This design comes from an exercise in tuning for small area, a short achievable clock period and few clock cycles on the open sky130 flow, not from production work. At most, simulation tests tie the RTL to the original design; equivalence was not proved. Power figures rest on the tool's default switching activity, not on a simulated workload.

## bnn_conv_engine
module bnn_conv_engine
#(
    parameter int                DATA_W   = 16,
    parameter int                ADDR_W   = 12,
    parameter int                NUM_FILT = 4,
    parameter logic [DATA_W-1:0] END_MARK = DATA_W'(END_MARK_DEF)
) (
    input  logic              clk,
    input  logic              reset,
    input  logic              run,
    input  logic [3:0]        cfg_thresh,
    output logic              busy,
    output logic              done,
    output logic              err,
    output logic [ADDR_W-1:0] dut_sram_read_address,
    input  logic [DATA_W-1:0] sram_dut_read_data,
    output logic [ADDR_W-1:0] dut_sram_write_address,
    output logic [DATA_W-1:0] dut_sram_write_data,
    output logic              wr_enable,
    output logic [ADDR_W-1:0] dut_wmem_read_address,
    input  logic [DATA_W-1:0] wmem_dut_read_data
);
Size: ~850 cells after synthesis, roughly 95 I/O pins.
make LEC_CHECK=0 CAP_MARGIN=20 CORE_MARGIN=2 CORE_UTILIZATION=40 SETUP_SLACK_MARGIN=4.0 SLEW_MARGIN=20 finish   # period 6.0 ns
run.sh (not shown) runs the stock make flow with config.mk's settings and CLKGATE_MAP_FILE= SYNTH_SCRIPT=/design/flow/synth_recipe.tcl, a recipe that flattens the netlist after the stock synthesis.
The baseline ran to the end with no violations.
Rerun with:
==> flow/flow/run.sh (new file) <==
#!/bin/bash
# Own layout flow: the standard ORFS flow (standard.sh, unchanged synthesis,
# floorplan, power grid and routing) with two changes: ports get plain buf_2
# buffers instead of the delay-cell buffers buffer_ports picks by default, and
# clock tree synthesis uses small clock buffers and inserts no dummy loads.
set -euo pipefail
export BUFFER_PORTS_ARGS="-buffer_cell sky130_fd_sc_hd__buf_2"
export CTS_ARGS="-sink_clustering_enable -repair_clock_nets -dont_use_dummy_load -buf_list {sky130_fd_sc_hd__clkbuf_4 sky130_fd_sc_hd__clkbuf_8}"
bash standard.sh > flow.log 2>&1
==> flow/standard.sh (new file) <==
#!/bin/bash
# synth_recipe.tcl (not shown) runs the flow's synth.tcl, then flattens the netlist and writes it again
# the make line also repeats each setting of config.mk as NAME=value (left out here)
make -C /OpenROAD-flow-scripts/flow DESIGN_CONFIG=/design/flow/config.mk WORK_HOME=/design/flow/orfs CLKGATE_MAP_FILE= SYNTH_SCRIPT=/design/flow/synth_recipe.tcl "${@:-finish}"
removed: flow/run.sh
Via count fell by a few percent.
Combinational power fell slightly.
Routed wire length fell slightly.
Die area is unchanged.
Synthesized area is unchanged.
Cell area fell by a few percent.
Function was not checked in any run of this note: the RTL went through the layout flow alone.

* * *

Another version of the RTL of bnn_conv_engine (not shown whole).
For scale: roughly 910 cells after synthesis, ~180 flip-flops, about 95 I/O pins.
==> flow/config.mk <==
export PLATFORM = sky130hd
export DESIGN_NAME = bnn_conv_engine
export DESIGN_NICKNAME = bnn_conv_engine
export VERILOG_FILES = /design/flow/design.v
export SDC_FILE = /design/flow/constraint.sdc
export NUM_CORES = 4
export LEC_CHECK = 0
export CAP_MARGIN = 20
export CORE_MARGIN = 2
export CORE_UTILIZATION = 40
export SETUP_SLACK_MARGIN = 3.7
export SLEW_MARGIN = 20
==> flow/constraint.sdc <==
create_clock -name core_clock -period 6.0 [get_ports {clk}]
set_input_delay 1.2000 -clock core_clock [delete_from_list [all_inputs] [get_ports {clk}]]
set_output_delay 1.2000 -clock core_clock [all_outputs]
set_load 0.01 [all_outputs]
standard.sh (not shown) runs the stock make flow with config.mk's settings and CLKGATE_MAP_FILE= SYNTH_SCRIPT=/design/flow/synth_recipe.tcl, a recipe that flattens the netlist after the stock synthesis.
==> flow/flow/run.sh <==
#!/bin/bash
# Own layout flow: the standard ORFS flow (standard.sh, unchanged synthesis,
# floorplan, power grid and routing) with two changes: ports get plain buf_2
# buffers instead of the delay-cell buffers buffer_ports picks by default, and
# clock tree synthesis uses small clock buffers and inserts no dummy loads.
set -euo pipefail
export BUFFER_PORTS_ARGS="-buffer_cell sky130_fd_sc_hd__buf_2"
export CTS_ARGS="-sink_clustering_enable -repair_clock_nets -dont_use_dummy_load -buf_list {sky130_fd_sc_hd__clkbuf_4 sky130_fd_sc_hd__clkbuf_8}"
bash standard.sh > flow.log 2>&1
Testbench counts at the start, summed over its fixed seeds: cycles 8,908.
Then changed:
SETUP_SLACK_MARGIN = 4.0   (was 3.7)
After rerunning:
- register-to-register slack improved by 300 ps
- worst hold slack got worse by 36 ps
- final area came out higher by 6.6%
- first-iteration DRC count came out lower by 40%

[what the ideal ports hide]
Ports are ideal in the flow. The routed layouts listed here were re-timed in OpenROAD.
Step 1, drivers: a clkbuf_16 drives clk and a buf_2 each remaining input, both assumed.
Step 2, shift: input delay + t, output delay - t, t = (earliest + latest rising clock arrival at the registers) / 2. This alone moves slack from input paths to output paths.
a / b / c = no drivers / after step 1 / after step 2; a / b = the first two.
run	t, ns	slack for setup (ns)	worst setup path at the end
the first run of note 1	0.469	3.528 / 3.521 / 3.052	input to register
the second run of note 1	0.492	3.479 / 3.479 / 2.987	input to register
the first run of note 2	0.483	3.764 / 3.739 / 3.529	input to register
the second run of note 2	0.484	3.848 / 3.807 / 3.636	input to register
After both steps setup and hold are still met in every run listed. For the second run of note 1, which loses most, drivers alone change the setup slack by 0.000 ns; drivers and shift together by -0.492 ns.
